Context: an optimization exercise on an open-source flow, tuned for small area, a short achievable clock period and few clock cycles per item. The choices shown serve that exercise and are no tape-out recipe. The RTL was checked by simulation tests, not by an equivalence proof against the original design. Power and IR drop assume default switching activity.

==> flow/design.v <==
package vfic_pkg;
  localparam int unsigned BatchSize  = 66;
  localparam int unsigned MaxAttribs = 16;
  localparam int unsigned SlotW      = 7;
  localparam int unsigned AttrW      = 4;
  localparam logic [1:0] RegDrawMode = 2'd0;
  localparam logic [1:0] RegAttrMask = 2'd1;
  localparam logic [1:0] RegInCount  = 2'd2;
  localparam logic CmdVertex = 1'b0;
  localparam logic CmdLoad   = 1'b1;
  localparam logic KindSlot  = 1'b0;
  localparam logic KindFetch = 1'b1;
endpackage
module vfic_booth_enc (
  input  logic [15:0] stride_i,
  output logic [8:0]  neg_o,
  output logic [8:0]  one_o,
  output logic [8:0]  two_o
);
  logic [18:0] s;
  assign s = {2'b00, stride_i, 1'b0};
  always_comb begin
    for (int i = 0; i < 9; i++) begin
      neg_o[i] = s[2*i+2];
      one_o[i] = s[2*i+1] ^ s[2*i];
      two_o[i] = (s[2*i+2] & ~s[2*i+1] & ~s[2*i]) | (~s[2*i+2] & s[2*i+1] & s[2*i]);
    end
  end
endmodule
module vfic_addr_unit (
  input  logic [8:0]  neg_i,
  input  logic [8:0]  one_i,
  input  logic [8:0]  two_i,
  input  logic [31:0] index_i,
  output logic [47:0] sum_o,
  output logic [47:0] carry_o
);
  logic [47:0] r [9];
  logic [32:0] low [9];
  always_comb begin
    for (int i = 0; i < 9; i++) begin
      low[i] = (one_i[i] ? {1'b0, index_i} : 33'd0) | (two_i[i] ? {index_i, 1'b0} : 33'd0);
      low[i] = neg_i[i] ? ~low[i] : low[i];
    end
    r[0] = {(neg_i[0] ? 15'h2aab : 15'h2aac), low[0]};
    for (int i = 1; i < 9; i++) begin
      r[i] = 48'(64'({~neg_i[i], low[i], 1'b0, neg_i[i-1]}) << (2 * i - 2));
    end
  end
  function automatic logic [95:0] csa(input logic [47:0] a, input logic [47:0] b,
                                      input logic [47:0] c);
    logic [47:0] s, cy;
    s  = a ^ b ^ c;
    cy = (a & b) | (a & c) | (b & c);
    csa = {cy[46:0], 1'b0, s};
  endfunction
  logic [47:0] s1a, c1a, s1b, c1b, s1c, c1c, s2a, c2a, s2b, c2b, s3, c3;
  assign {c1a, s1a} = csa(r[0], r[1], r[2]);
  assign {c1b, s1b} = csa(r[3], r[4], r[5]);
  assign {c1c, s1c} = csa(r[6], r[7], r[8]);
  assign {c2a, s2a} = csa(s1a, c1a, s1b);
  assign {c2b, s2b} = csa(c1b, s1c, c1c);
  assign {c3, s3}   = csa(s2a, c2a, s2b);
  assign {carry_o, sum_o} = csa(s3, c3, c2b);
endmodule
module vertex_fetch_index_cache (
  input  logic         clk_i,
  input  logic         rst_ni,
  input  logic         psel,
  input  logic         penable,
  input  logic         pwrite,
  input  logic [3:0]   paddr,
  input  logic [31:0]  pwdata,
  output logic [31:0]  prdata,
  output logic         pready,
  input  logic         s_axis_tvalid,
  output logic         s_axis_tready,
  input  logic [159:0] s_axis_tdata,
  input  logic         s_axis_tuser,
  input  logic         s_axis_tlast,
  output logic         m_axis_tvalid,
  input  logic         m_axis_tready,
  output logic [87:0]  m_axis_tdata,
  output logic         m_axis_tuser,
  output logic         m_axis_tlast
);
  localparam int unsigned SW = vfic_pkg::SlotW;
  localparam int unsigned NB = vfic_pkg::BatchSize;
  localparam int unsigned NA = vfic_pkg::MaxAttribs;
  logic        draw_mode_q;
  logic [15:0] mask_q;
  logic [4:0]  in_count_q;
  logic [21:0] prdata_q;
  assign pready = 1'b1;
  always_ff @(posedge clk_i or negedge rst_ni) begin
    if (!rst_ni) begin
      draw_mode_q <= 1'b0;
      mask_q      <= 16'd0;
      in_count_q  <= 5'd1;
    end else if (psel && penable && pwrite) begin
      unique case (paddr[3:2])
        vfic_pkg::RegDrawMode: draw_mode_q <= pwdata[0];
        vfic_pkg::RegAttrMask: mask_q      <= pwdata[15:0];
        vfic_pkg::RegInCount:  in_count_q  <= pwdata[4:0];
        default: ;
      endcase
    end
  end
  always_ff @(posedge clk_i) begin
    unique case (paddr[3:2])
      vfic_pkg::RegDrawMode: prdata_q <= {21'd0, draw_mode_q};
      vfic_pkg::RegAttrMask: prdata_q <= {6'd0, mask_q};
      vfic_pkg::RegInCount:  prdata_q <= {17'd0, in_count_q};
      default:               prdata_q <= 22'd0;
    endcase
  end
  assign prdata = {10'd0, prdata_q};
  logic [NA-1:0] emask;
  always_comb begin
    for (int j = 0; j < NA; j++) begin
      emask[j] = mask_q[j] && (5'(j) < in_count_q);
    end
  end
  logic          adv;         
  logic          o_v;
  logic          a_v, a_cmd, a_last;
  logic [89:0]   a_pl;        
  logic [31:0]   ctr_q;
  logic [1:0]    q_cnt, q_cnt_d;
  logic          b_vtx, b_load, b_take;
  logic          a_v_d, a_cmd_d;
  logic          p1_v, p1_f, p1_v_d, p1_f_d;
  logic          p2_v, p2_f, p2_v_d, p2_f_d;
  logic          rdy_q, rdy_d, a_free, s_pop;
  logic          in_acc;
  assign adv = !o_v || m_axis_tready;
  assign b_vtx  = a_v && !a_cmd && (q_cnt != 2'd2);
  assign b_load = a_v && a_cmd && (q_cnt == 2'd0) && !(p1_v && p1_f) && !(p2_v && p2_f);
  assign b_take = b_vtx || b_load;
  assign a_free = !a_v || b_take;
  assign s_axis_tready = rdy_q;
  assign rdy_d = !a_v_d ||
                 (a_cmd_d ? (q_cnt_d == 2'd0 && !(p1_v_d && p1_f_d) && !(p2_v_d && p2_f_d)) :
                            (q_cnt_d != 2'd2));
  assign in_acc = s_axis_tvalid && a_free;
  assign a_v_d   = a_free ? s_axis_tvalid : a_v;
  assign a_cmd_d = a_free ? s_axis_tuser : a_cmd;
  always_ff @(posedge clk_i or negedge rst_ni) begin
    if (!rst_ni) begin
      a_v   <= 1'b0;
      ctr_q <= 32'd0;
      rdy_q <= 1'b1;
    end else begin
      a_v   <= a_v_d;
      rdy_q <= rdy_d;
      if (in_acc && s_axis_tuser == vfic_pkg::CmdVertex) begin
        ctr_q <= s_axis_tlast ? 32'd0 : ctr_q + 32'd1;
      end
    end
  end
  logic [32:0] in_lo;
  logic [15:0] in_str;
  assign in_lo  = {1'b0, s_axis_tdata[67:36]} + {1'b0, s_axis_tdata[147:116]};
  assign in_str = (s_axis_tdata[115:100] != 16'd0) ? s_axis_tdata[115:100] :
                  {11'd0, s_axis_tdata[152:148]};
  always_ff @(posedge clk_i) begin
    if (a_free) begin
      a_cmd        <= s_axis_tuser;
      a_last       <= s_axis_tlast;
      a_pl[89:32]  <= {s_axis_tdata[35:32], s_axis_tdata[152:148], in_str,
                       s_axis_tdata[99:68], in_lo[32]};
      a_pl[31:0]   <= (s_axis_tuser == vfic_pkg::CmdLoad) ? in_lo[31:0] :
                      draw_mode_q ? ctr_q : s_axis_tdata[31:0];
    end
  end
  logic [31:0]   tag_q [NB];
  logic [SW-1:0] fill_q, pos_q, fill_e;
  logic [NB-1:0] match, vld_e;
  logic          pm_q;
  logic          b_hit, b_bend;
  logic [SW-1:0] b_enc;
  logic [31:0]   b_idx;
  assign b_idx = a_pl[31:0];
  always_comb begin
    for (int i = 0; i < NB; i++) begin
      match[i] = (tag_q[i] == b_idx) && vld_e[i];
    end
  end
  always_comb begin
    b_enc = '0;
    for (int i = 0; i < NB; i++) begin
      b_enc = b_enc | (match[i] ? SW'(i) : SW'(0));
    end
  end
  assign b_hit  = |match;
  assign b_bend = (pos_q >= SW'(NB - 1)) || a_last;
  assign fill_e = fill_q + SW'(pm_q);
  always_comb begin
    for (int i = 0; i < NB; i++) vld_e[i] = (SW'(i) < fill_q) || (pm_q && fill_q == SW'(i));
  end
  logic [NB-1:0] fill_dec, tag_we;
  always_comb begin
    for (int i = 0; i < NB; i++) fill_dec[i] = (fill_q == SW'(i));
  end
  assign tag_we = pm_q ? {fill_dec[NB-2:0], 1'b0} : fill_dec;
  always_ff @(posedge clk_i) begin
    for (int i = 0; i < NB; i++) begin
      if (tag_we[i]) tag_q[i] <= b_idx;
    end
  end
  always_ff @(posedge clk_i or negedge rst_ni) begin
    if (!rst_ni) begin
      fill_q <= '0;
      pos_q  <= '0;
      pm_q   <= 1'b0;
    end else if (b_vtx && b_bend) begin
      fill_q <= '0;
      pos_q  <= '0;
      pm_q   <= 1'b0;
    end else begin
      fill_q <= fill_e;
      pm_q   <= b_vtx && !b_hit;
      if (b_vtx) pos_q <= pos_q + SW'(1);
    end
  end
  logic [63:0] d_bo   [NA];
  logic [15:0] d_str  [NA];
  logic [4:0]  d_size [NA];
  logic [3:0]  ld_attr;
  logic [63:0] ld_bo;
  logic [15:0] ld_str;
  logic [4:0]  ld_size;
  assign ld_attr   = a_pl[89:86];
  assign ld_size   = a_pl[85:81];
  assign ld_str    = a_pl[80:65];
  assign ld_bo     = {a_pl[64:33] + {31'd0, a_pl[32]}, a_pl[31:0]};
  always_ff @(posedge clk_i) begin
    for (int j = 0; j < NA; j++) begin
      if (b_load && ld_attr == 4'(j)) begin
        d_bo[j]   <= ld_bo;
        d_str[j]  <= ld_str;
        d_size[j] <= ld_size;
      end
    end
  end
  logic [31:0]   q_idx  [2];
  logic [SW-1:0] q_enc  [2];
  logic [SW-1:0] q_fill [2];
  logic [1:0]    q_hit, q_bend;
  logic          q_wp, q_rp;
  logic          q0_new, q0_shift, q1_new;
  logic          h_hit, h_bend;
  logic [SW-1:0] h_slot;
  assign q0_new   = b_vtx && (q_cnt == 2'd0 || (q_cnt == 2'd1 && s_pop));
  assign q0_shift = s_pop && q_cnt == 2'd2;
  assign q1_new   = b_vtx && q_cnt == 2'd1 && !s_pop;
  assign q_cnt_d  = q_cnt + 2'(b_vtx) - 2'(s_pop);
  always_ff @(posedge clk_i) begin
    if (q0_new) begin
      q_idx[0] <= b_idx;
    end else if (q0_shift) begin
      q_idx[0] <= q_idx[1];
    end
    if (q1_new) begin
      q_idx[1] <= b_idx;
    end
    if (b_vtx) begin
      q_enc[q_wp]  <= b_enc;
      q_fill[q_wp] <= fill_e;
      q_hit[q_wp]  <= b_hit;
      q_bend[q_wp] <= b_bend;
    end
  end
  always_ff @(posedge clk_i or negedge rst_ni) begin
    if (!rst_ni) begin
      q_cnt <= 2'd0;
      q_wp  <= 1'b0;
      q_rp  <= 1'b0;
    end else begin
      q_cnt <= q_cnt_d;
      if (b_vtx) q_wp <= !q_wp;
      if (s_pop) q_rp <= !q_rp;
    end
  end
  assign h_hit  = q_hit[q_rp];
  assign h_bend = q_bend[q_rp];
  assign h_slot = h_hit ? q_enc[q_rp] : q_fill[q_rp];
  logic [NA-1:0] rem_q, oh_q, rem_nx;
  logic          s_any, s_issue;
  logic [3:0]    s_j;
  logic [15:0]   s_str;
  logic [8:0]    s_neg, s_one, s_two;
  function automatic logic [NA-1:0] lowest(input logic [NA-1:0] v);
    logic [NA-1:0] below;
    below[0] = 1'b0;
    for (int j = 1; j < NA; j++) below[j] = below[j-1] | v[j-1];
    lowest = v & ~below;
  endfunction
  assign rem_nx  = rem_q & ~oh_q;
  assign s_any   = !h_hit && (rem_q != '0);
  assign s_issue = adv && (q_cnt != 2'd0);
  assign s_pop   = s_issue && !s_any;
  always_comb begin
    s_j   = '0;
    s_str = '0;
    for (int j = 0; j < NA; j++) begin
      s_j   = s_j | (oh_q[j] ? 4'(j) : 4'd0);
      s_str = s_str | (oh_q[j] ? d_str[j] : 16'd0);
    end
  end
  vfic_booth_enc u_enc (
    .stride_i(s_str),
    .neg_o   (s_neg),
    .one_o   (s_one),
    .two_o   (s_two)
  );
  always_ff @(posedge clk_i or negedge rst_ni) begin
    if (!rst_ni) begin
      rem_q <= '0;
      oh_q  <= '0;
    end else if (q_cnt == 2'd0 || s_pop) begin
      rem_q <= emask;
      oh_q  <= lowest(emask);
    end else if (s_issue) begin
      rem_q <= rem_nx;
      oh_q  <= lowest(rem_nx);
    end
  end
  logic          p1_hit, p1_bend;
  logic [3:0]    p1_j;
  logic [SW-1:0] p1_slot;
  logic [8:0]    p1_neg, p1_one, p1_two;
  logic [47:0]   p1_sum, p1_carry;
  assign p1_v_d = adv ? (q_cnt != 2'd0) : p1_v;
  assign p1_f_d = adv ? s_any : p1_f;
  always_ff @(posedge clk_i or negedge rst_ni) begin
    if (!rst_ni) begin
      p1_v <= 1'b0;
    end else begin
      p1_v <= p1_v_d;
    end
  end
  always_ff @(posedge clk_i) begin
    p1_f <= p1_f_d;
    if (adv) begin
      p1_j    <= s_j;
      p1_slot <= h_slot;
      p1_hit  <= h_hit;
      p1_bend <= h_bend;
      p1_neg  <= s_neg;
      p1_one  <= s_one;
      p1_two  <= s_two;
    end
  end
  vfic_addr_unit u_mul (
    .neg_i  (p1_neg),
    .one_i  (p1_one),
    .two_i  (p1_two),
    .index_i(q_idx[0]),
    .sum_o  (p1_sum),
    .carry_o(p1_carry)
  );
  logic          p2_hit, p2_bend;
  logic [3:0]    p2_j;
  logic [SW-1:0] p2_slot;
  logic [47:0]   p2_sum, p2_carry, p2_prod;
  assign p2_v_d = adv ? p1_v : p2_v;
  assign p2_f_d = adv ? p1_f : p2_f;
  always_ff @(posedge clk_i or negedge rst_ni) begin
    if (!rst_ni) begin
      p2_v <= 1'b0;
    end else begin
      p2_v <= p2_v_d;
    end
  end
  always_ff @(posedge clk_i) begin
    p2_f <= p2_f_d;
    if (adv) begin
      p2_j     <= p1_j;
      p2_slot  <= p1_slot;
      p2_hit   <= p1_hit;
      p2_bend  <= p1_bend;
      p2_sum   <= p1_sum;
      p2_carry <= p1_carry;
    end
  end
  assign p2_prod = p2_sum + p2_carry;
  logic          p3_v, p3_f, p3_hit, p3_bend;
  logic [3:0]    p3_j;
  logic [SW-1:0] p3_slot;
  logic [4:0]    p3_size;
  logic [47:0]   p3_prod;
  logic [63:0]   p3_bo, p3_addr;
  always_ff @(posedge clk_i or negedge rst_ni) begin
    if (!rst_ni) begin
      p3_v <= 1'b0;
    end else if (adv) begin
      p3_v <= p2_v;
    end
  end
  always_ff @(posedge clk_i) begin
    if (adv) begin
      p3_f    <= p2_f;
      p3_j    <= p2_f ? p2_j : 4'd0;
      p3_slot <= p2_slot;
      p3_hit  <= p2_hit;
      p3_bend <= p2_bend && !p2_f;
      p3_prod <= p2_f ? p2_prod : 48'd0;
      p3_bo   <= p2_f ? d_bo[p2_j] : 64'd0;
      p3_size <= p2_f ? d_size[p2_j] : 5'd0;
    end
  end
  assign p3_addr = p3_bo + {16'd0, p3_prod};
  logic [87:0] od_q;
  logic        ou_q, ol_q;
  always_ff @(posedge clk_i or negedge rst_ni) begin
    if (!rst_ni) begin
      o_v <= 1'b0;
    end else if (adv) begin
      o_v <= p3_v;
    end
  end
  always_ff @(posedge clk_i) begin
    if (adv) begin
      od_q <= {6'd0, p3_bend, p3_size, p3_addr, p3_j, p3_hit, p3_slot};
      ou_q <= p3_f;
      ol_q <= !p3_f;
    end
  end
  assign m_axis_tvalid = o_v;
  assign m_axis_tdata  = od_q;
  assign m_axis_tuser  = ou_q;
  assign m_axis_tlast  = ol_q;
endmodule
==> flow/flow/run.sh <==
#!/bin/bash
# The standard layout (the standard.sh, standard synthesis unchanged), with
# two layout knobs: repair_timing aims for a larger setup margin, and the port
# buffers are plain buffers instead of the delay cells buffer_ports picks.
# Constraints (clock period, I/O delays, loads) are the standard flow's, untouched.
set -euo pipefail
bash standard.sh \
  SETUP_SLACK_MARGIN=${MARGIN:-5.7} \
  "BUFFER_PORTS_ARGS=-buffer_cell sky130_fd_sc_hd__buf_2" \
  finish > make_finish.log 2>&1
==> flow/standard.sh <==
#!/bin/bash
# synth_recipe.tcl (not shown) runs the flow's synth.tcl, then flattens the netlist and writes it again
# the make line also repeats each setting of config.mk as NAME=value (left out here)
make -C /OpenROAD-flow-scripts/flow DESIGN_CONFIG=/design/flow/config.mk WORK_HOME=/design/flow/orfs CLKGATE_MAP_FILE= SYNTH_SCRIPT=/design/flow/synth_recipe.tcl "${@:-finish}"
==> flow/config.mk <==
export PLATFORM = sky130hd
export DESIGN_NAME = vertex_fetch_index_cache
export DESIGN_NICKNAME = vertex_fetch_index_cache
export VERILOG_FILES = /design/flow/design.v
export SDC_FILE = /design/flow/constraint.sdc
export NUM_CORES = 4
export LEC_CHECK = 0
export CAP_MARGIN = 20
export CORE_MARGIN = 2
export CORE_UTILIZATION = 40
export CTS_CLUSTER_DIAMETER = 100
export CTS_CLUSTER_SIZE = 30
export SLEW_MARGIN = 20
==> flow/constraint.sdc <==
create_clock -name core_clock -period 9.5 [get_ports {clk_i}]
set_input_delay 1.9000 -clock core_clock [delete_from_list [all_inputs] [get_ports {clk_i}]]
set_output_delay 1.9000 -clock core_clock [all_outputs]
set_load 0.01 [all_outputs]
==> run notes, run 1 <==
The setup slack of the worst register-to-register path is around 5.7 ns. The number of failing hold endpoints at the final stage was 0. The y dimension of the die came out at between 600 and 700 microns. The peak per-stage delay on the critical path came out at between 0.4 and 0.5 ns. Timing would allow up to roughly 260 MHz.

The die boundary width is 676 microns. Broken down by cell family, the worst path's largest delay share belongs to simple AND/OR/NAND/NOR gates. The layout cell share with drive strength beyond 1 came out at 11.2%. The number of global-route vias before repair came to ~100000. The top-area cell type share of the netlist area came out at roughly 67%. STA puts the critical path data arrival time at 4.46 ns.

The top fanout value on the critical path is between 40 and 50. The switching portion of total power came out at 42.2%. The share of total power dissipated in combinational logic is a little over half. The synthesized netlist contains 86 unique library cells.

The total routing resource utilization after global routing is a little over a fifth. Measured in cells, the most critical reg-to-reg path has a length of 12. The slowest stage of the critical path belongs to the cell a2111oi_2. The sequential share of power came out at 35.6%. Summed over all cells, the static leakage comes to 0.0652 uW. The clock passes through at most 4 buffers. The pin count of the biggest net entering global routing is roughly 180. The floorplan die area came out at roughly 460000 sq um. The post-route setup TNS came out at 0 ns. The number of placed instances with taps included is 17700.

The time the final worst path needs with I/O delays and setup is 3.83 ns. The transition at the pin with the smallest max-transition slack is 1.19 ns. From synthesis to final layout, the design area changed by 10.1%. Measured on the finished design, the core utilization comes to around 44%. The buffering stage count on the worst path with inverters included is 3. The end point of the most critical hold path is p2_slot[6]. The CTS H-tree depth came out at 4.

The overall power is just under 80000 uW. The clock skew came out at ~0.13 ns. The synthesized area divided by synthesized cell count is approximately 15 sq um.

The synthesized design spends more area on one cell type than any other, namely edfxtp_1. The cell count after synthesis is 11800. TritonCTS built the clock tree. The routed wire length is around 530000 microns. The latest clock arrival within the worst-skew pair is 1.00 ns.

The clock edge transition at the registers on the reported setup and hold paths is between 0.1 and 0.15 ns. For the worst setup path, the data required time is just over 10 ns. Setup violations remaining at the end of the flow were counted as 0. By area the synthesized netlist is led by edfxtp_1 67%, xor2_1 6.3%, xnor2_1 6.0%, a22oi_1 2.9%, fa_1 2.5%.

The number of buffers added by the clock tree synthesis step came out at 168. The synthesized design contains roughly 4100 register bits. The weighted congestion at the end of routability-driven global placement is 0.965.

The via-per-instance ratio is 5.77. In this run the critical register-to-register path is launched from a_pl[29]. The total net switching power came out at between 30000 and 40000 uW. The final layout net count is 12700. The remaining global-route overflow is 0. The relative slew slack is approximately 20%. The internal power of the cells totals around 46000 uW.

The run finished with no timing, DRC or antenna violations. The clock net sink count is roughly 4100. The max-slew violation count came out at 0. The post-detailed-route count of antenna-violating nets came out at 0. The post-cts hold buffer count came out at 0.

The clock network burns a little under an eighth of the power. Among all cell types in the netlist, the one instantiated most often is edfxtp_1. The final critical path takes up 40.3% of the cycle. The detailed router's first-iteration violation count came out at about 13000.

The classification of the worst-slack hold path is register to register. The count of max-cap constraint violations is 0. Pin placement for this block handled 330 I/O pins. The worst vdd rail ir drop is 0.738 mV.

The wire length of the first global-routing pass is approximately 740000 microns. The critical path is of the register to register type. The via count of the routed design came out at 104000.

Detailed placement ended at an HPWL of about 280000 microns. The post-synth design cell area came out at approximately 180000 sq um. For this run, design rule violations remaining after detail routing come to 0. The number of placement rows is around 250.

By count the netlist is led by 4015 x edfxtp_1, 1303 x xor2_1, 1246 x xnor2_1, 703 x a22oi_1, 446 x nand4_1. The non-filler instance count after layout came out at around 18000. The count of synthesis-stage warnings from yosys is 15. The fraction of registers with async set or reset after synthesis is 2.65%. The number of antenna violations at the first check in global routing came to 38. STA classifies the critical path endpoint as a register. The power per standard cell area is around 400 nW/um^2.

The number of port buffers came out at ~280. The initial standard-cell utilization of the core came out at between 40% and 50%. The wire length per cell after detailed routing is around 30 microns.

In this run the standard cell core region covers between 400000 and 500000 sq um. The first detailed-routing pass took 6 iterations. The critical path goes through buf_12, buf_16, xnor2_1, nand4_1, nor4_2, buf_4, and3_1, a2111oi_2, and4_1, nand3_1, nand4b_1, nand4bb_2. The synthesized design contains between 4000 and 5000 enable-type register cells. The clock root buffer is clkbuf_16.

Along the worst hold path, the cell count comes to 0. The startpoint identified for the worst hold timing path is p1_slot[6]. In the synthesized netlist the dominant register cell turns out to be edfxtp_1. The critical path crosses 12 cells after its start point. Setup repair after global routing could not meet its margin everywhere.

The fraction of the yosys area taken by sequential cells came out at approximately two thirds. STA classifies the critical path startpoint as a register.
[power by group through the flow]
stage	Clock (uW)	Combinational, uW	Sequential (uW)
final	9080	41700	28100
after CTS	9240	40400	28300
after detailed placement	0	38800	28800
after global routing	9780	46200	28300
after global placement	0	38300	28800
after floorplan	0	24700	29000
[cell usage in the layout, fill, tap and decap left out, types with 26 or more instances in the layout]
master / instances
nor2_2: 27
o221a_2: 69
ha_1: 159
nor2b_1: 57
a21o_1: 74
xor2_1: 1301
inv_1: 275
buf_16: 26
nor3_1: 80
nor2_4: 30
buf_12: 67
buf_4: 273
a211oi_1: 27
a21oi_1: 233
mux2i_1: 36
and2_1: 67
nor4_1: 355
fa_1: 222
nand2_1: 259
xnor2_1: 1224
mux2_2: 56
clkbuf_16: 185
a221oi_1: 83
o21ai_0: 175
a22o_1: 90
edfxtp_1: 4015
and3_1: 44
dfrtp_1: 103
a22oi_1: 703
a31oi_1: 31
nor2_1: 215
nand3_1: 163
buf_6: 63
nand4_1: 446
buf_2: 280
nand2b_1: 43
[through the flow]
stage	setup slack [ns]	hold slack (ns)	cell area, sq um
2_1_floorplan	4.28	0.400	181000
3_3_place_gp	4.34	0.402	191000
3_5_place_dp	4.30	0.405	191000
4_1_cts	5.71	0.371	197000
5_1_grt	5.58	0.364	199000
6_report	5.67	0.357	199000
[how the worst max path moves through the flow]
stage	startpoint	to	slack, ns
global placement	m_axis_tready	oh_q[15]	4.34
global route	s_axis_tdata[42]	a_pl[27]	5.58
finish	a_pl[29]	register	5.67
floorplan	q_cnt[1]	d_bo[15][0]	4.28
CTS	q_idx[0][5]	p2_sum[11]	5.71
detailed placement	m_axis_tready	oh_q[15]	4.30
[kinds of logic (layout without fill, tap and decap cells)]
kind of cell / after synthesis / in the layout / synth area share [%]
fa+ha+maj: 386 / 386 / 3.59
compound gates: 1737 / 1737 / 6.92
other cells: 2 / 33 / 0.00415
flops: 4144 / 4144 / 68.4
simple gates: 1922 / 1926 / 5.78
mux: 93 / 93 / 0.554
xor+xnor: 2549 / 2549 / 12.3
buf+inv: 981 / 1271 / 2.39
[routing by layer]
metal / routed length (microns) / GRT usage [%] / vias to the layer above / share of wire (%)
met1: 230000 / 32.3 / 54200 / 43
met2: 241000 / 34.7 / 4790 / 45
met4: 12800 / 4.37 / 8 / 2.4
li1: - / - / 44800 / -
met3: 48600 / 3.46 / 620 / 9.1
met5: 61 / 0 / - / 0.011
[final cells by class]
cell class / instances / area (sq um)
fill: 39500 / 250000
sequential: 4144 / 124000
multi-input combinational: 6714 / 54500
timing repair buffer: 761 / 7510
tap: 5952 / 7450
clock buffer: 192 / 4290
inverter: 282 / 1090
clock inverter: 36 / 588
antenna: 10 / 25.0
[sequential cells by signal (all words and copies together) (netlist names), 43 cells and up, named ones only]
name / count
q_idx: 64
p3_prod: 48
d_size: 80
a_pl: 90
od_q: 82
d_str: 256
d_bo: 1024
p2_carry: 43
tag_q: 2112
p3_bo: 64
p2_sum: 48
[what timing repair did]
item                       in CTS  in global routing
pin swaps                      12                 20
gates resized for setup       130                130
buffers inserted               44                 64
gates cloned                   22                 18
setup endpoints to repair     770                370
Testbench counts, summed over its fixed seeds: cycles 64,530, vertices 22,812.
==> inputs of run 2 (changes only) <==
--- a/flow/design.v
+++ b/flow/design.v
@@ -364,5 +364,5 @@
   logic [3:0]    p2_j;
   logic [SW-1:0] p2_slot;
-  logic [47:0]   p2_sum, p2_carry, p2_prod;
+  logic [47:0]   p2_sum, p2_carry;
   assign p2_v_d = adv ? p1_v : p2_v;
   assign p2_f_d = adv ? p1_f : p2_f;
@@ -385,31 +385,24 @@
     end
   end
-  assign p2_prod = p2_sum + p2_carry;
-  logic          p3_v, p3_f, p3_hit, p3_bend;
-  logic [3:0]    p3_j;
-  logic [SW-1:0] p3_slot;
-  logic [4:0]    p3_size;
-  logic [47:0]   p3_prod;
-  logic [63:0]   p3_bo, p3_addr;
-  always_ff @(posedge clk_i or negedge rst_ni) begin
-    if (!rst_ni) begin
-      p3_v <= 1'b0;
-    end else if (adv) begin
-      p3_v <= p2_v;
-    end
-  end
-  always_ff @(posedge clk_i) begin
-    if (adv) begin
-      p3_f    <= p2_f;
-      p3_j    <= p2_f ? p2_j : 4'd0;
-      p3_slot <= p2_slot;
-      p3_hit  <= p2_hit;
-      p3_bend <= p2_bend && !p2_f;
-      p3_prod <= p2_f ? p2_prod : 48'd0;
-      p3_bo   <= p2_f ? d_bo[p2_j] : 64'd0;
-      p3_size <= p2_f ? d_size[p2_j] : 5'd0;
-    end
-  end
-  assign p3_addr = p3_bo + {16'd0, p3_prod};
+  logic [47:0]   p2_sg, p2_cg;
+  logic [63:0]   p2_bo, p2_s1, p2_c1, p2_addr;
+  logic [48:0]   p2_t, p2_lo;
+  logic [15:0]   p2_k, p2_hs, p2_hc, p2_hi;
+  logic [4:0]    p2_size;
+  assign p2_sg   = p2_f ? p2_sum : 48'd0;
+  assign p2_cg   = p2_f ? p2_carry : 48'd0;
+  assign p2_bo   = p2_f ? d_bo[p2_j] : 64'd0;
+  assign p2_size = p2_f ? d_size[p2_j] : 5'd0;
+  assign p2_t    = {1'b0, p2_sg} + {1'b0, p2_cg};
+  assign p2_k    = {16{p2_t[48]}};
+  assign p2_s1   = p2_bo ^ {16'd0, p2_sg} ^ {16'd0, p2_cg};
+  assign p2_c1   = {((p2_bo[62:0] & {15'd0, p2_sg}) | (p2_bo[62:0] & {15'd0, p2_cg}) |
+                     ({15'd0, p2_sg} & {15'd0, p2_cg})), 1'b0};
+  assign p2_lo   = {1'b0, p2_s1[47:0]} + {1'b0, p2_c1[47:0]};
+  assign p2_hs   = p2_s1[63:48] ^ p2_c1[63:48] ^ p2_k;
+  assign p2_hc   = {((p2_s1[62:48] & p2_c1[62:48]) | (p2_s1[62:48] & p2_k[14:0]) |
+                     (p2_c1[62:48] & p2_k[14:0])), 1'b0};
+  assign p2_hi   = p2_hs + p2_hc + {15'd0, p2_lo[48]};
+  assign p2_addr = {p2_hi, p2_lo[47:0]};
   logic [87:0] od_q;
   logic        ou_q, ol_q;
@@ -418,12 +411,13 @@
       o_v <= 1'b0;
     end else if (adv) begin
-      o_v <= p3_v;
+      o_v <= p2_v;
     end
   end
   always_ff @(posedge clk_i) begin
     if (adv) begin
-      od_q <= {6'd0, p3_bend, p3_size, p3_addr, p3_j, p3_hit, p3_slot};
-      ou_q <= p3_f;
-      ol_q <= !p3_f;
+      od_q <= {6'd0, p2_bend && !p2_f, p2_size, p2_addr, p2_f ? p2_j : 4'd0, p2_hit,
+               p2_slot};
+      ou_q <= p2_f;
+      ol_q <= !p2_f;
     end
   end
--- a/flow/flow/run.sh
+++ b/flow/flow/run.sh
@@ -6,5 +6,5 @@
 set -euo pipefail
 bash standard.sh \
-  SETUP_SLACK_MARGIN=${MARGIN:-5.7} \
+  SETUP_SLACK_MARGIN=${MARGIN:-5.8} \
   "BUFFER_PORTS_ARGS=-buffer_cell sky130_fd_sc_hd__buf_2" \
   finish > make_finish.log 2>&1
==> run notes, run 2 <==
The instance area at placement came out at 188000 sq um (-1.4%). The number of placed instances with taps included came out at 17500 (-0.99%). The latest clock arrival within the worst-skew pair is 1.00 ns (about the same). The final clock period utilization by the worst path came out at 72.2% (+32 points). The synthesized-area fraction occupied by and/or/nand/nor cells is 5.75% (-0.027 points). The count of filler cells inserted in the layout came out at 38000 (-3.9%). The total DRC errors in the routed layout came out at 0 (unchanged). The floorplan die area is 449000 sq um (-1.9%). The routed wire length is 572000 microns (+7.5%). The wire length of the first global-routing pass is 770000 microns (+4.4%). The multi-input gate area in the final layout came out at 57300 sq um (+5.2%). The final layout net count came to 12900 (+1.8%). The logic depth of the worst path, buffers included came to 33 (+21).

The top fanout value on the critical path is 7 (-84%). The worst setup path is launched from a register. The post-route setup TNS is 0 ns (unchanged).

The data arrival time of the worst path came to 7.63 ns (+3.17 ns). The highest clock rate is 146 MHz (-44%). The detailed router's first-iteration violation count is 12800 (-4.3%). The wire length per cell after detailed routing was 31.4 microns (+6.7%). The via count of the routed design is 107000 (+2.6%). The final count of negative-setup-slack endpoints came to 0 (unchanged). The remaining global-route overflow came to 0 (unchanged). The worst vdd rail ir drop came to 0.754 mV (+2.1%). The leakage power is 0.0680 uW (+4.3%). The number of antenna violations at the first check in global routing is 39 (+2.6%). The top-area cell type share of the netlist area is 65.8% (-0.90 points). The layout cell share with drive strength beyond 1 is 15.5% (+4.3 points). The area fraction in compound gates after synthesis came out at 6.62% (-0.30 points). The weighted congestion at the end of routability-driven global placement came out at 0.913 (-5.4%). The number of global-route vias before repair came out at 104000 (+4.9%). The clock skew is 0.121 ns (-0.0111 ns).

The clock edge transition at the registers on the reported setup and hold paths was 0.11 ns (about the same). The HPWL after detailed placement was 298000 microns (+4.7%). The xor and xnor fraction of the mapped netlist area is 12.5% (+0.14 points). The largest registers in the layout are tag_q: 2112 flops, d_bo: 1024 flops, d_str: 256 flops.

The number of placement rows was 244 (-0.81%). The mux contribution to synthesized area is 0.593% (+0.040 points). The detailed-router iteration count before antenna repair came out at 6 (unchanged).

Setup repair after global routing could not meet its margin everywhere. The post-synth design cell area came out at 177000 sq um (-1.9%). The most common cell in the synthesized netlist is edfxtp_1. The tightest hold margin came to 0.404 ns (+0.0466 ns). The area growth from synthesis to layout is 14.1%. The overall power is 79100 uW (+0.33%). The maximum clock path buffer count is 4 (unchanged). The data required time of the worst path came out at 10.27 ns (+0.14 ns). The initial standard-cell utilization of the core was 40.2% (-0.071 points).

The number of port buffers came to 281 (unchanged). TritonCTS built the clock tree. The number of synthesized flops with an enable pin came out at 3884 (-3.3%). The power per standard cell area came out at 391 nW/um^2 (-1.3%). The transition at the pin with the smallest max-transition slack came out at 1.21 ns (+0.0176 ns).

The footprint of the flip-flops and latches came out at 120000 sq um (-3.2%). The dominant combinational cell family by area after synthesis is XOR/XNOR gates. The arithmetic-cell share of the synthesized area counting full adders, half adders and majority gates came out at 4.40% (+0.80 points). The slowest stage of the critical path belongs to the cell fa_1. The number of buffers added by the clock tree synthesis step is 168 (unchanged). The clock net sink count came out at 4012 (-3.2%). The cell count after synthesis came out at 11700 (-1.3%). The number of failing hold endpoints at the final stage came out at 0 (unchanged). The kind of cell with the highest combined delay along the critical path is compound AO/OA/AOI/OAI gates.

The synthesized area divided by synthesized cell count is 15.2 sq um (-0.68%). The library cells used most frequently in the layout, excluding fill and tap cells, are 3884 x edfxtp_1, 1504 x xor2_1, 963 x xnor2_1. The worst setup path is of the register to register kind. The via-per-instance ratio came out at 5.87 (+1.8%). Leaving out fill and tap cells, the most frequent cell in the layout is edfxtp_1. The pin count of the biggest net entering global routing is 97 (-47%).

The final design area excluding fillers is 202000 sq um (+1.6%). The count of max-cap constraint violations is 0 (unchanged). The cell sitting at the root of the clock tree is a clkbuf_16.

Counting flops per register, the top entry is tag_q. The fraction of registers with async set or reset after synthesis is 2.72% (+0.062 points). The total core area is 441000 sq um (-1.8%).

The count of synthesis-stage warnings from yosys is 15 (unchanged). STA classifies the critical path endpoint as a register. Ranked by total cell area, the synthesized netlist is headed by edfxtp_1 66%, xor2_1 7.5%, xnor2_1 5.0%, fa_1 3.0%, a22oi_1 2.8%. The top-level I/O count came out at 330 (unchanged). The time the final worst path needs with I/O delays and setup is 6.86 ns (+3.03 ns). In the synthesized netlist the dominant register cell turns out to be edfxtp_1.

The post-detailed-route count of antenna-violating nets is 0 (unchanged). The register bit count reported by yosys came out at 4012 (-3.2%). The commonest cells after synthesis are 3884 x edfxtp_1, 1519 x xor2_1, 1009 x xnor2_1, 651 x a22oi_1, 424 x nor4_1. The instance count along the most critical hold path came out at 0 (unchanged). The flow ran to the end and the layout has no timing, DRC or antenna violations. The die boundary width came to 670 microns (-0.97%). The max-slew violation count came out at 0 (unchanged).

The total routing resource utilization after global routing came to 23.5% (+1.6 points). The non-filler instance count after layout is 18200 (+0.73%). The largest total area in the synthesized netlist belongs to edfxtp_1. The peak per-stage delay on the critical path is 0.50 ns (+0.03 ns). The fraction of the yosys area taken by sequential cells was 67.5% (-0.88 points). The worst-case reg-to-reg path depth is 33 (+21).

The number of distinct standard cells referenced by the synthesized netlist is 93 (+8.1%). The y dimension of the die came to 670 microns (-0.97%). The number of flip-flops in the largest register is 2112 (unchanged). The buffering stage count on the worst path with inverters included came out at 6 (+3).

The classification of the worst-slack hold path is register to register. The CTS H-tree depth is 4 (unchanged). The relative slew slack is 19.3% (-0.74 points).
-- run 2: cell types whose count changed in the layout (fill, tap and decap cells not counted), sizes merged, moves of 52 or more --
cell	change
inv	+95
xnor2	-237
o221a	-56
xor2	+216
a22oi	-52
nand4	-89
nor4	+55
buf	+273
edfxtp	-131
-- run 2: through the flow --
stage                     setup WS, ns  utilization (%)
after floorplan                   3.44                -
after global placement            1.28             42.5
after detailed placement          1.28             42.6
after CTS                         2.76             45.1
after global routing              2.53             45.8
final                             2.64             45.8
-- run 2: kinds of logic (layout without fill, tap and decap cells) --
| logic type | Yosys count | in the layout |
|---|---|---|
| compound gates | 1648 | 1648 |
| xor+xnor | 2528 | 2528 |
| fa+ha+maj | 463 | 463 |
| buf+inv | 1063 | 1663 |
| flops | 4012 | 4012 |
| mux | 97 | 97 |
| other cells | 2 | 48 |
| simple gates | 1851 | 1860 |
-- run 2: final cells by class --
class                           count  area share (%)
Timing Repair Buffer             1050            5.62
Inverter                          368           0.699
Timing Repair inverter              1         0.00556
Clock inverter                     43           0.349
Antenna cell                       25          0.0309
Clock buffer                      201            2.16
Tap cell                         5904            3.65
Multi-Input combinational cell   6619            28.3
Sequential cell                  4012            59.2
-- run 2: worst paths after layout --
path,from,endpoint,slack (ns)
setup reg to reg,p2_j[2],m_axis_tdata[74],2.64
setup / recovery,p2_j[2],m_axis_tdata[74],2.64
hold reg to reg,p1_j[2],p2_j[2],0.40
max in group asynchronous,rst_ni,oh_q[3],7.13
hold / removal,p1_j[2],p2_j[2],0.40
min in group asynchronous,rst_ni,q_cnt[0],1.00
-- run 2: routing by layer --
| metal | track usage, % | wire length, microns | vias to the layer above |
|---|---|---|---|
| met3 | 2.81 | 46400 | 979 |
| met4 | 8.64 | 27800 | 6 |
| met2 | 39.5 | 273000 | 5221 |
| li1 | - | - | 44600 |
| met5 | 0 | 45 | - |
| met1 | 31.5 | 225000 | 56300 |
-- run 2: timing repair --
item,CTS,global route
cloned,45,28
hold buffers,0,0
pin swaps,117,144
buffers inserted,244,110
resized for setup,420,335
setup endpoints to repair,506,433
-- run 2: power by group --
| group | switching (uW) | internal (uW) |
|---|---|---|
| sequential | 986 | 25400 |
| combinational | 27500 | 16100 |
| clock | 5590 | 3530 |
| total | 34100 | 45000 |
Testbench counts of run 2, summed over its fixed seeds: cycles 64,522, vertices 22,812.
==> inputs of run 3 (changes only) <==
--- a/flow/flow/run.sh
+++ b/flow/flow/run.sh
@@ -6,5 +6,5 @@
 set -euo pipefail
 bash standard.sh \
-  SETUP_SLACK_MARGIN=${MARGIN:-5.8} \
+  SETUP_SLACK_MARGIN=${MARGIN:-6.0} \
   "BUFFER_PORTS_ARGS=-buffer_cell sky130_fd_sc_hd__buf_2" \
   finish > make_finish.log 2>&1
==> run notes, run 3 <==
The run finished with no timing, DRC or antenna violations. Among all flip-flop cells after synthesis, the most frequent one is edfxtp_1. The power per standard cell area came to 399 nW/um^2 (+2.0%). The post-detailed-route count of antenna-violating nets came out at 0 (unchanged). The fraction of registers with async set or reset after synthesis is 2.72% (unchanged). The number of buffers added by the clock tree synthesis step is 166 (-1.2%). The TritonCTS clock tree is built.

Counting stages on the worst path, the most repeated cell is o21a_1. The capturing point of the worst reg2reg path is m_axis_tdata[75]. The worst-case reg-to-reg path depth is 33 (unchanged). The number of flip-flops in the largest register is 2112 (unchanged). The CTS H-tree depth came out at 4 (unchanged). The max-slew violation count is 0 (unchanged). The setup slack of the worst register-to-register path came out at 2.61 ns (-0.03 ns). The path class of the tightest hold or removal check is register to register. The register bit count reported by yosys is 4012 (unchanged). The top-level I/O count is 330 (unchanged). The post-route setup TNS came out at 0 ns (unchanged). The instance count along the most critical hold path was 0 (unchanged). The library cell used most frequently in the layout, excluding fill and tap cells, is edfxtp_1. The number of synthesized flops with an enable pin is 3884 (unchanged). The layout cell share with drive strength beyond 1 is 17.6% (+2.1 points). The number of port buffers is 281 (unchanged). The detailed router's first-iteration violation count came out at 13400 (+5.4%).

The critical path is of the register to register type. The final clock period utilization by the worst path is 72.5% (+0.32 points). The top-area cell type share of the netlist area is 65.8% (unchanged). The number of placement rows came out at 244 (unchanged).

STA classifies the critical path startpoint as a register. The final layout net count came out at 12900 (+0.44%). The cell count after synthesis is 11700 (unchanged).

The top fanout value on the critical path came out at 8 (+1). The y dimension of the die came to 670 microns (unchanged). The post-synth design cell area is 177000 sq um (unchanged). The via-per-instance ratio is 5.89 (+0.31%).

The biggest area contributor in the post-synthesis netlist is edfxtp_1. The data required time of the worst path came to 10.24 ns (-0.03 ns). The wire length per cell after detailed routing is 32.0 microns (+2.0%). The count of synthesis-stage warnings from yosys was 15 (unchanged). The clock skew came out at 0.0943 ns (-0.0272 ns).

The peak per-stage delay on the critical path came out at 0.51 ns (about the same). The routed wire length came to 586000 microns (+2.4%). The final design area excluding fillers came out at 205000 sq um (+1.3%). The instance area at placement is 188000 sq um (about the same). The remaining global-route overflow is 0 (unchanged). The post-cts hold buffer count is 0 (unchanged). The total core area came out at 441000 sq um (unchanged). The top cell types in the final layout, fill and taps aside, are 3884 x edfxtp_1, 1494 x xor2_1, 945 x xnor2_1. The floorplan die area came to 449000 sq um (unchanged). The leakage power came out at 0.0689 uW (+1.3%).

The HPWL after detailed placement is 298000 microns (about the same). Among all cell types in the netlist, the one instantiated most often is edfxtp_1. The via count of the routed design is 108000 (+0.69%). The largest registers in the layout are tag_q: 2112 flops, d_bo: 1024 flops, d_str: 256 flops. The count of max-cap constraint violations is 0 (unchanged). The clock net sink count is 4012 (unchanged). The highest clock rate came to 145 MHz (-0.44%).

The register ranked first by flip-flop count is tag_q. The total DRC errors in the routed layout came out at 0 (unchanged). The tightest hold margin came out at 0.430 ns (+0.0255 ns). The commonest cells after synthesis are 3884 x edfxtp_1, 1519 x xor2_1, 1009 x xnor2_1, 651 x a22oi_1, 424 x nor4_1. The capture point of the critical path is m_axis_tdata[75]. The weighted congestion at the end of routability-driven global placement is 0.929 (+1.8%). The number of global-route vias before repair is 105000 (+0.27%). The number of distinct standard cells referenced by the synthesized netlist is 93 (unchanged). The latest clock arrival within the worst-skew pair came out at 0.99 ns (about the same). The multi-input gate area in the final layout came out at 58400 sq um (+2.0%). The relative slew slack is 19.5% (+0.21 points). STA classifies the critical path endpoint as a register.

The time the final worst path needs with I/O delays and setup came out at 6.89 ns (+0.0306 ns). The number of antenna violations at the first check in global routing is 46 (+18%). The cell at the slowest stage of the critical path is edfxtp_1.

The worst vdd rail ir drop came out at 0.940 mV (+25%). The area growth from synthesis to layout came out at 15.6%. The footprint of the flip-flops and latches is 120000 sq um (about the same). The clock edge transition at the registers on the reported setup and hold paths is 0.11 ns (about the same). The die boundary width came to 670 microns (unchanged).

The number of failing hold endpoints at the final stage came out at 0 (unchanged). The total routing resource utilization after global routing is 24.4% (+0.90 points). The data arrival time of the worst path is 7.62 ns (about the same). The synthesized area divided by synthesized cell count was 15.2 sq um (unchanged). Setup repair after global routing could not meet its margin everywhere.

The detailed-router iteration count before antenna repair came out at 6 (unchanged). The maximum clock path buffer count is 4 (unchanged). The pin count of the biggest net entering global routing is 106 (+9.3%).

The count of filler cells inserted in the layout came out at 37700 (-0.93%). The wire length of the first global-routing pass is 793000 microns (+2.9%). The critical path starts at p2_j[2]. Sorting the synthesized cells by area gives the leading types as edfxtp_1 66%, xor2_1 7.5%, xnor2_1 5.0%, fa_1 3.0%, a22oi_1 2.8%.

The worst register-to-register path begins at p2_j[2]. The fraction of the yosys area taken by sequential cells came out at 67.5% (unchanged). The final count of negative-setup-slack endpoints came out at 0 (unchanged). The transition at the pin with the smallest max-transition slack came out at 1.21 ns (+0.0000646 ns). Clock tree synthesis selected as its root buffer the cell clkbuf_16.

The initial standard-cell utilization of the core is 40.2% (unchanged).
[run 3: layout make-up]
class / instances / area share, %
sequential: 4012 / 58.4
multi-input combinational: 6617 / 28.5
timing repair buffer: 1111 / 6.35
tap: 5904 / 3.60
clock buffer: 200 / 2.12
inverter: 368 / 0.695
clock inverter: 37 / 0.244
antenna: 42 / 0.0513
timing repair inverter: 1 / 0.00549
[run 3: routing by layer]
layer / routed length (microns) / track usage (%)
met4: 29100 / 9.12
met1: 231000 / 32.9
met2: 277000 / 40.6
met5: 80 / 0
met3: 48900 / 3.09
[run 3: timing repair]
action | in CTS | in global routing
setup buffers | 288 | 97
pin swaps | 169 | 280
endpoints found under the setup margin | 708 | 548
resized for setup | 655 | 456
cloned | 67 | 32
[run 3: kinds of logic after synthesis]
group / synth area share, %
buffers and inverters: 2.61
other: 0.00424
xor gates and xnor gates: 12.5
DFF: 67.5
and+or+nand+nor: 5.75
AOI/OAI and AO/OA: 6.62
muxes: 0.593
adders and majority gates: 4.40
[run 3: worst min path at each step]
stage                     slack (ns)        from               to
final                           0.43  p2_slot[3]  m_axis_tdata[3]
after global routing            0.44  p2_slot[0]  m_axis_tdata[0]
after CTS                       0.43     p1_j[3]          p2_j[3]
after detailed placement        0.40  p1_slot[6]       p2_slot[6]
after global placement          0.41      p1_hit           p2_hit
after floorplan                 0.40  p2_slot[0]  m_axis_tdata[0]
[run 3: power breakdown]
group / switching [uW] / internal (uW)
registers: 952 / 25400
clock network: 5510 / 3390
logic: 28800 / 17700
[run 3: stage by stage]
| step | instances | worst slack [ns] | util (%) | total power (uW) |
|---|---|---|---|---|
| floorplan | 11700 | 3.44 | - | 50600 |
| global placement | 17500 | 1.39 | 42.6 | 65100 |
| detailed placement | 17500 | 1.23 | 42.6 | 66000 |
| CTS | 18100 | 2.85 | 45.5 | 79300 |
| global route | 18300 | 2.42 | 46.4 | 85800 |
| finish | 18300 | 2.61 | 46.4 | 81700 |
[run 3: critical path: cells and delay by family (launching register included)]
| family | cells | cell delay, ns |
|---|---|---|
| XOR/XNOR | 1 | 0.12 |
| adder cells (fa/ha/maj) | 3 | 0.95 |
| buffers and inverters | 7 | 0.96 |
| AND/OR/NAND/NOR | 4 | 0.36 |
| flip-flops | 1 | 0.51 |
| AO/OA/AOI/OAI | 18 | 3.74 |
==> inputs of run 4 (changes only) <==
--- a/flow/design.v
+++ b/flow/design.v
@@ -125,8 +125,9 @@
   logic          o_v;
   logic          a_v, a_cmd, a_last;
-  logic [89:0]   a_pl;        
+  logic [105:0]  a_pl;        
   logic [31:0]   ctr_q;
   logic [1:0]    q_cnt, q_cnt_d;
-  logic          b_vtx, b_load, b_take;
+  logic          c_v, c_v_d;
+  logic          a_to_c, b_vtx, b_load, b_take;
   logic          a_v_d, a_cmd_d;
   logic          p1_v, p1_f, p1_v_d, p1_f_d;
@@ -135,12 +136,16 @@
   logic          in_acc;
   assign adv = !o_v || m_axis_tready;
-  assign b_vtx  = a_v && !a_cmd && (q_cnt != 2'd2);
-  assign b_load = a_v && a_cmd && (q_cnt == 2'd0) && !(p1_v && p1_f) && !(p2_v && p2_f);
-  assign b_take = b_vtx || b_load;
+  assign b_vtx  = c_v && (q_cnt != 2'd2);
+  assign a_to_c = a_v && !a_cmd && (!c_v || b_vtx);
+  assign b_load = a_v && a_cmd && !c_v && (q_cnt == 2'd0) && !(p1_v && p1_f) &&
+                  !(p2_v && p2_f);
+  assign b_take = a_to_c || b_load;
+  assign c_v_d  = a_to_c || (c_v && !b_vtx);
   assign a_free = !a_v || b_take;
   assign s_axis_tready = rdy_q;
   assign rdy_d = !a_v_d ||
-                 (a_cmd_d ? (q_cnt_d == 2'd0 && !(p1_v_d && p1_f_d) && !(p2_v_d && p2_f_d)) :
-                            (q_cnt_d != 2'd2));
+                 (a_cmd_d ? (!c_v_d && q_cnt_d == 2'd0 && !(p1_v_d && p1_f_d) &&
+                             !(p2_v_d && p2_f_d)) :
+                            (!c_v_d || q_cnt_d != 2'd2));
   assign in_acc = s_axis_tvalid && a_free;
   assign a_v_d   = a_free ? s_axis_tvalid : a_v;
@@ -149,8 +154,10 @@
     if (!rst_ni) begin
       a_v   <= 1'b0;
+      c_v   <= 1'b0;
       ctr_q <= 32'd0;
       rdy_q <= 1'b1;
     end else begin
       a_v   <= a_v_d;
+      c_v   <= c_v_d;
       rdy_q <= rdy_d;
       if (in_acc && s_axis_tuser == vfic_pkg::CmdVertex) begin
@@ -159,44 +166,56 @@
     end
   end
-  logic [32:0] in_lo;
+  logic [16:0] in_lo;
   logic [15:0] in_str;
-  assign in_lo  = {1'b0, s_axis_tdata[67:36]} + {1'b0, s_axis_tdata[147:116]};
+  assign in_lo  = {1'b0, s_axis_tdata[51:36]} + {1'b0, s_axis_tdata[131:116]};
   assign in_str = (s_axis_tdata[115:100] != 16'd0) ? s_axis_tdata[115:100] :
                   {11'd0, s_axis_tdata[152:148]};
   always_ff @(posedge clk_i) begin
     if (a_free) begin
-      a_cmd        <= s_axis_tuser;
-      a_last       <= s_axis_tlast;
-      a_pl[89:32]  <= {s_axis_tdata[35:32], s_axis_tdata[152:148], in_str,
-                       s_axis_tdata[99:68], in_lo[32]};
-      a_pl[31:0]   <= (s_axis_tuser == vfic_pkg::CmdLoad) ? in_lo[31:0] :
-                      draw_mode_q ? ctr_q : s_axis_tdata[31:0];
+      a_cmd         <= s_axis_tuser;
+      a_last        <= s_axis_tlast;
+      a_pl[105:32]  <= {s_axis_tdata[35:32], s_axis_tdata[152:148], in_str,
+                        s_axis_tdata[147:132], s_axis_tdata[99:67]};
+      a_pl[31:0]    <= (s_axis_tuser == vfic_pkg::CmdLoad) ?
+                       {s_axis_tdata[66:52], in_lo} :
+                       draw_mode_q ? ctr_q : s_axis_tdata[31:0];
     end
   end
   logic [31:0]   tag_q [NB];
+  logic [31:0]   a_idx, c_idx;
+  logic [NB-1:0] a_eq, c_eq;
+  logic          c_eqp, c_last;
+  assign a_idx = a_pl[31:0];
+  always_comb begin
+    for (int i = 0; i < NB; i++) a_eq[i] = (tag_q[i] == a_idx);
+  end
+  always_ff @(posedge clk_i) begin
+    if (a_to_c) begin
+      c_idx  <= a_idx;
+      c_last <= a_last;
+      c_eq   <= a_eq;
+      c_eqp  <= (a_idx == c_idx);
+    end
+  end
   logic [SW-1:0] fill_q, pos_q, fill_e;
-  logic [NB-1:0] match, vld_e;
-  logic          pm_q;
+  logic [NB-1:0] match;
+  logic          pm_q, b_byp;
   logic          b_hit, b_bend;
   logic [SW-1:0] b_enc;
   logic [31:0]   b_idx;
-  assign b_idx = a_pl[31:0];
+  assign b_idx = c_idx;
+  assign b_byp = pm_q && c_eqp;
   always_comb begin
-    for (int i = 0; i < NB; i++) begin
-      match[i] = (tag_q[i] == b_idx) && vld_e[i];
-    end
+    for (int i = 0; i < NB; i++) match[i] = c_eq[i] && (SW'(i) < fill_q);
   end
   always_comb begin
-    b_enc = '0;
+    b_enc = b_byp ? fill_q : SW'(0);
     for (int i = 0; i < NB; i++) begin
       b_enc = b_enc | (match[i] ? SW'(i) : SW'(0));
     end
   end
-  assign b_hit  = |match;
-  assign b_bend = (pos_q >= SW'(NB - 1)) || a_last;
+  assign b_hit  = (|match) || b_byp;
+  assign b_bend = (pos_q >= SW'(NB - 1)) || c_last;
   assign fill_e = fill_q + SW'(pm_q);
-  always_comb begin
-    for (int i = 0; i < NB; i++) vld_e[i] = (SW'(i) < fill_q) || (pm_q && fill_q == SW'(i));
-  end
   logic [NB-1:0] fill_dec, tag_we;
   always_comb begin
@@ -218,8 +237,8 @@
       pos_q  <= '0;
       pm_q   <= 1'b0;
-    end else begin
+    end else if (b_vtx) begin
       fill_q <= fill_e;
-      pm_q   <= b_vtx && !b_hit;
-      if (b_vtx) pos_q <= pos_q + SW'(1);
+      pm_q   <= !b_hit;
+      pos_q  <= pos_q + SW'(1);
     end
   end
@@ -231,8 +250,8 @@
   logic [15:0] ld_str;
   logic [4:0]  ld_size;
-  assign ld_attr   = a_pl[89:86];
-  assign ld_size   = a_pl[85:81];
-  assign ld_str    = a_pl[80:65];
-  assign ld_bo     = {a_pl[64:33] + {31'd0, a_pl[32]}, a_pl[31:0]};
+  assign ld_attr   = a_pl[105:102];
+  assign ld_size   = a_pl[101:97];
+  assign ld_str    = a_pl[96:81];
+  assign ld_bo     = {a_pl[64:17] + {32'd0, a_pl[80:65]} + {47'd0, a_pl[16]}, a_pl[15:0]};
   always_ff @(posedge clk_i) begin
     for (int j = 0; j < NA; j++) begin
@@ -364,5 +383,5 @@
   logic [3:0]    p2_j;
   logic [SW-1:0] p2_slot;
-  logic [47:0]   p2_sum, p2_carry;
+  logic [47:0]   p2_sum, p2_carry, p2_prod;
   assign p2_v_d = adv ? p1_v : p2_v;
   assign p2_f_d = adv ? p1_f : p2_f;
@@ -385,24 +404,31 @@
     end
   end
-  logic [47:0]   p2_sg, p2_cg;
-  logic [63:0]   p2_bo, p2_s1, p2_c1, p2_addr;
-  logic [48:0]   p2_t, p2_lo;
-  logic [15:0]   p2_k, p2_hs, p2_hc, p2_hi;
-  logic [4:0]    p2_size;
-  assign p2_sg   = p2_f ? p2_sum : 48'd0;
-  assign p2_cg   = p2_f ? p2_carry : 48'd0;
-  assign p2_bo   = p2_f ? d_bo[p2_j] : 64'd0;
-  assign p2_size = p2_f ? d_size[p2_j] : 5'd0;
-  assign p2_t    = {1'b0, p2_sg} + {1'b0, p2_cg};
-  assign p2_k    = {16{p2_t[48]}};
-  assign p2_s1   = p2_bo ^ {16'd0, p2_sg} ^ {16'd0, p2_cg};
-  assign p2_c1   = {((p2_bo[62:0] & {15'd0, p2_sg}) | (p2_bo[62:0] & {15'd0, p2_cg}) |
-                     ({15'd0, p2_sg} & {15'd0, p2_cg})), 1'b0};
-  assign p2_lo   = {1'b0, p2_s1[47:0]} + {1'b0, p2_c1[47:0]};
-  assign p2_hs   = p2_s1[63:48] ^ p2_c1[63:48] ^ p2_k;
-  assign p2_hc   = {((p2_s1[62:48] & p2_c1[62:48]) | (p2_s1[62:48] & p2_k[14:0]) |
-                     (p2_c1[62:48] & p2_k[14:0])), 1'b0};
-  assign p2_hi   = p2_hs + p2_hc + {15'd0, p2_lo[48]};
-  assign p2_addr = {p2_hi, p2_lo[47:0]};
+  assign p2_prod = p2_sum + p2_carry;
+  logic          p3_v, p3_f, p3_hit, p3_bend;
+  logic [3:0]    p3_j;
+  logic [SW-1:0] p3_slot;
+  logic [4:0]    p3_size;
+  logic [47:0]   p3_prod;
+  logic [63:0]   p3_bo, p3_addr;
+  always_ff @(posedge clk_i or negedge rst_ni) begin
+    if (!rst_ni) begin
+      p3_v <= 1'b0;
+    end else if (adv) begin
+      p3_v <= p2_v;
+    end
+  end
+  always_ff @(posedge clk_i) begin
+    if (adv) begin
+      p3_f    <= p2_f;
+      p3_j    <= p2_f ? p2_j : 4'd0;
+      p3_slot <= p2_slot;
+      p3_hit  <= p2_hit;
+      p3_bend <= p2_bend && !p2_f;
+      p3_prod <= p2_f ? p2_prod : 48'd0;
+      p3_bo   <= p2_f ? d_bo[p2_j] : 64'd0;
+      p3_size <= p2_f ? d_size[p2_j] : 5'd0;
+    end
+  end
+  assign p3_addr = p3_bo + {16'd0, p3_prod};
   logic [87:0] od_q;
   logic        ou_q, ol_q;
@@ -411,13 +437,12 @@
       o_v <= 1'b0;
     end else if (adv) begin
-      o_v <= p2_v;
+      o_v <= p3_v;
     end
   end
   always_ff @(posedge clk_i) begin
     if (adv) begin
-      od_q <= {6'd0, p2_bend && !p2_f, p2_size, p2_addr, p2_f ? p2_j : 4'd0, p2_hit,
-               p2_slot};
-      ou_q <= p2_f;
-      ol_q <= !p2_f;
+      od_q <= {6'd0, p3_bend, p3_size, p3_addr, p3_j, p3_hit, p3_slot};
+      ou_q <= p3_f;
+      ol_q <= !p3_f;
     end
   end
--- a/flow/flow/run.sh
+++ b/flow/flow/run.sh
@@ -6,5 +6,5 @@
 set -euo pipefail
 bash standard.sh \
-  SETUP_SLACK_MARGIN=${MARGIN:-6.0} \
+  SETUP_SLACK_MARGIN=${MARGIN:-5.8} \
   "BUFFER_PORTS_ARGS=-buffer_cell sky130_fd_sc_hd__buf_2" \
   finish > make_finish.log 2>&1
==> run notes, run 4 <==
The worst hold path belongs to the class register to register. The overall power came to 82700 uW (+1.2%). The peak per-stage delay on the critical path came out at 0.44 ns (-0.07 ns). The number of distinct standard cells referenced by the synthesized netlist is 107 (+15%).

The post-detailed-route count of antenna-violating nets is 0 (unchanged). The post-cts hold buffer count came to 0 (unchanged). The die boundary width is 682 microns (+1.8%). The most critical setup path has its startpoint at a_pl[16]. The internal power component is 46500 uW (+0.13%). The pin count of the biggest net entering global routing is 86 (-19%).

The wire length of the first global-routing pass came to 807000 microns (+1.8%). The flow ran to the end and the layout has no timing, DRC or antenna violations. The total core area is 457000 sq um (+3.5%).

The wire length per cell after detailed routing came out at 31.8 microns (-0.81%). The power per standard cell area came out at 409 nW/um^2 (+2.5%). The highest clock rate was 270 MHz (+86%). The total net switching power is 36300 uW (+2.7%). The leakage power is 0.0687 uW (-0.31%). Among all cell types in the netlist, the one instantiated most often is edfxtp_1.

The final layout net count came out at 12800 (-1.1%). The logic depth of the worst path, buffers included came out at 18 (-45%). The post-layout utilization of the core was 44.3% (-2.1 points). The transition at the pin with the smallest max-transition slack came out at 1.19 ns (-0.0133 ns). The clock edge transition at the registers on the reported setup and hold paths came out at 0.12 ns (about the same). The number of failing hold endpoints at the final stage is 0 (unchanged). The detailed-router iteration count before antenna repair came out at 8 (+2).

The endpoint type of the worst setup path is a register. The largest registers in the layout are tag_q: 2112 flops, d_bo: 1024 flops, d_str: 256 flops. The buffering stage count on the worst path with inverters included is 7 (unchanged). The clock share of power was 11.3% (+0.4 points). The number of global-route vias before repair came out at 102000 (-2.9%).

Leaving out fill and tap cells, the most frequent cell in the layout is edfxtp_1. The CTS H-tree depth came to 4 (unchanged). The number of placement rows came out at 248 (+1.6%). The maximum clock path buffer count came out at 4 (unchanged). The synthesized area divided by synthesized cell count is 15.4 sq um (+1.6%). The cell count after synthesis came to 11900 (+2.0%). The relative slew slack is 20.4% (+0.89 points).

The number of port buffers was 281 (unchanged). The kind of critical path is register to register. The footprint of the flip-flops and latches is 127000 sq um (+6.2%). The final clock period utilization by the worst path came out at 38.9% (-34 points).

The sequential share of power is 35.4% (+3.2 points). The via-per-instance ratio was 5.84 (-0.90%). The worst setup path is launched from a register.

The cell at the slowest stage of the critical path is edfxtp_1. In the post-synthesis netlist, the biggest area contributors are edfxtp_1 68%, xor2_1 11%, a22oi_1 2.8%, fa_1 2.4%, nor4_1 1.9%. The number of synthesized flops with an enable pin came to 4131 (+6.4%). The top-area cell type share of the netlist area came to 67.5% (+1.8 points). In the synthesized netlist the dominant register cell turns out to be edfxtp_1. The layout cell share with drive strength beyond 1 came out at 11.7% (-5.9 points). The final count of negative-setup-slack endpoints came out at 0 (unchanged).

The clock skew came out at 0.0982 ns (+0.00386 ns). The area growth from synthesis to layout is 10.3%. In this design, the critical path's most frequently occurring cell is buf_12. Setup repair after global routing could not meet its margin everywhere. The fraction of the yosys area taken by sequential cells is 69.3% (+1.7 points). The signal on the critical path passes through clkbuf_16, clkinv_4, fa_2, inv_2, fa_2, a21o_1, a21oi_2, o21ai_2, a21oi_2, o21ai_2, a211oi_4, o221ai_4, a21o_4, buf_12, buf_12, buf_8, xor2_4, buf_12. The floorplan die area came out at 465000 sq um (+3.6%). The routed wire length is 585000 microns (-0.15%). The post-synth design cell area came to 184000 sq um (+3.6%). The top-level I/O count is 330 (unchanged).

The worst-case reg-to-reg path depth came out at 18 (-45%). The number of flip-flops in the largest register came to 2112 (unchanged). TritonCTS built the clock tree. The post-route setup TNS is 0 ns (unchanged). The weighted congestion at the end of routability-driven global placement came out at 0.921 (-0.96%). The max-slew violation count is 0 (unchanged). The fraction of registers with async set or reset after synthesis came out at 2.61% (-0.11 points).

The total routing resource utilization after global routing was 24.4% (about the same). The total DRC errors in the routed layout was 0 (unchanged). The number of buffers added by the clock tree synthesis step is 171 (+3.0%).

The worst vdd rail ir drop is 0.856 mV (-8.9%). The count of synthesis-stage warnings from yosys is 15 (unchanged). The y dimension of the die was 682 microns (+1.8%). Leaving out fill and tap cells, the most frequent cells in the layout are 4131 x edfxtp_1, 2267 x xor2_1, 688 x a22oi_1. The remaining global-route overflow is 0 (unchanged). The data arrival time of the worst path is 4.38 ns (-3.24 ns). The initial standard-cell utilization of the core is 40.2% (+0.046 points). The share of power burned in combinational logic is 53.3% (-3.6 points).

The worst register-to-register path begins at a_pl[16]. Ranked by flip-flop count, first place goes to tag_q. The data required time of the worst path was 10.18 ns (-0.06 ns). The top fanout value on the critical path is 8 (unchanged). The HPWL after detailed placement came out at 309000 microns (+3.8%).

The instance count along the most critical hold path came out at 0 (unchanged). The switching portion of total power came out at 43.8% (+0.62 points). The count of max-cap constraint violations came out at 0 (unchanged). The via count of the routed design came to 108000 (-0.25%). The family with the most delay on the worst path is compound AO/OA/AOI/OAI gates.

The time the final worst path needs with I/O delays and setup is 3.70 ns (-3.19 ns). The clock root buffer is clkbuf_16. The multi-input gate area in the final layout came out at 54800 sq um (-6.2%). The register bit count reported by yosys was 4261 (+6.2%).

Counting instances in the post-synthesis netlist gives the leading cell types as 4131 x edfxtp_1, 2276 x xor2_1, 688 x a22oi_1, 557 x nor4_1, 534 x clkbuf_1. The hold path startpoint is p1_slot[5]. The latest clock arrival within the worst-skew pair is 0.97 ns (-0.02 ns). The largest total area in the synthesized netlist belongs to edfxtp_1. The clock net sink count is 4261 (+6.2%). The number of antenna violations at the first check in global routing came out at 34 (-26%). The detailed router's first-iteration violation count was 14100 (+5.1%).

The count of filler cells inserted in the layout is 40100 (+6.6%).
## run 4: repair_timing
action / in CTS / in global routing
buffers inserted: 101 / 50
hold endpoints to repair: 0 / 0
gates resized for setup: 101 / 71
setup endpoints to repair: 1154 / 867
gates cloned: 16 / 4
pin swaps: 45 / 27
## run 4: worst paths after layout
check	slack, ns	to
worst max register to register	5.80	d_bo[0][32]
worst min-delay path	0.43	p2_slot[5]
worst min register to register	0.43	p2_slot[5]
max in group asynchronous	7.07	draw_mode_q
min in group asynchronous	0.99	ctr_q[17]
worst max-delay path	5.80	d_bo[0][32]
## run 4: kinds of logic after synthesis
logic type                 after synthesis  synth area share [%]
AOI/OAI and AO/OA                     1653                  6.52
adders and majority gates              387                  3.55
xor gates and xnor gates              2602                  12.4
buffers and inverters                  983                  2.07
and+or+nand+nor                       1905                  5.60
muxes                                  101                 0.593
other                                    2               0.00409
DFF                                   4261                  69.3
## run 4: per-layer routing
metal / vias up / track usage, % / wire length (microns)
met1: 56500 / 33.7 / 237000
li1: 44900 / - / -
met5: - / 0 / 12
met4: 2 / 7.46 / 20000
met3: 857 / 2.89 / 47200
met2: 5195 / 40.7 / 281000
## run 4: power by group through the flow
| stage | combinational, uW | sequential [uW] | clock, uW |
|---|---|---|---|
| 6_report | 44100 | 29300 | 9350 |
| 5_1_grt | 47900 | 29500 | 10000 |
| 4_1_cts | 43200 | 29400 | 9440 |
| 3_5_place_dp | 41800 | 30000 | 0 |
| 3_3_place_gp | 41300 | 30100 | 0 |
| 2_1_floorplan | 24000 | 29700 | 0 |
## run 4: final cells by class
class,count,area share (%)
diodes,17,0.0210
clock buffers,209,2.24
clock inverters,27,0.191
inverters,289,0.555
multi-input cells,6683,27.1
flip-flops and latches,4261,62.8
well taps,6125,3.78
repair buffers,802,3.33
## run 4: stage by stage
| step | cell area, sq um | hold slack (ns) | instances | setup slack (ns) |
|---|---|---|---|---|
| floorplan | 185000 | 0.400 | 11900 | 4.98 |
| global placement | 195000 | 0.404 | 18000 | 4.07 |
| detailed placement | 195000 | 0.405 | 18000 | 4.10 |
| CTS | 202000 | 0.432 | 18300 | 5.78 |
| global route | 203000 | 0.443 | 18400 | 5.66 |
| finish | 203000 | 0.431 | 18400 | 5.80 |
Testbench counts of run 4, summed over its fixed seeds: cycles 64,562, vertices 22,812.

-- what the ideal ports hide --
No port has a modelled driver above. Below, the same layouts with a new extraction and two added sets of constraints. Step 1 (the two cells are an assumption about what drives the block):
set clk [get_ports {clk_i}]
set_driving_cell -lib_cell sky130_fd_sc_hd__clkbuf_16 $clk
set_driving_cell -lib_cell sky130_fd_sc_hd__buf_2 [delete_from_list [all_inputs] $clk]
Step 2 also shifts input and output timing later by t, the mid clock arrival at the registers, as if the neighbouring blocks saw the same clock. Slacks: ideal ports / drivers / drivers and shift; pairs: ideal ports / drivers.
run	shift t [ns]	setup WS [ns]	worst hold slack (ns)	worst setup path after step 2	clock arrival spread, ns
run 1	1.034	5.675 / 5.675 / 4.794	0.357 / 0.357 / 0.357	input to register	0.143 / 0.143
run 2	1.049	2.645 / 2.645 / 2.645	0.404 / 0.404 / 0.404	register to register	0.130 / 0.130
run 3	1.068	2.614 / 2.614 / 2.614	0.430 / 0.430 / 0.430	register to register	0.108 / 0.108
run 4	1.050	5.802 / 5.786 / 4.944	0.431 / 0.431 / 0.431	input to register	0.110 / 0.110
After both steps setup and hold are still met in every run listed. For run 1, which loses most, drivers alone change the setup slack by 0.000 ns; drivers and shift together by -0.881 ns.
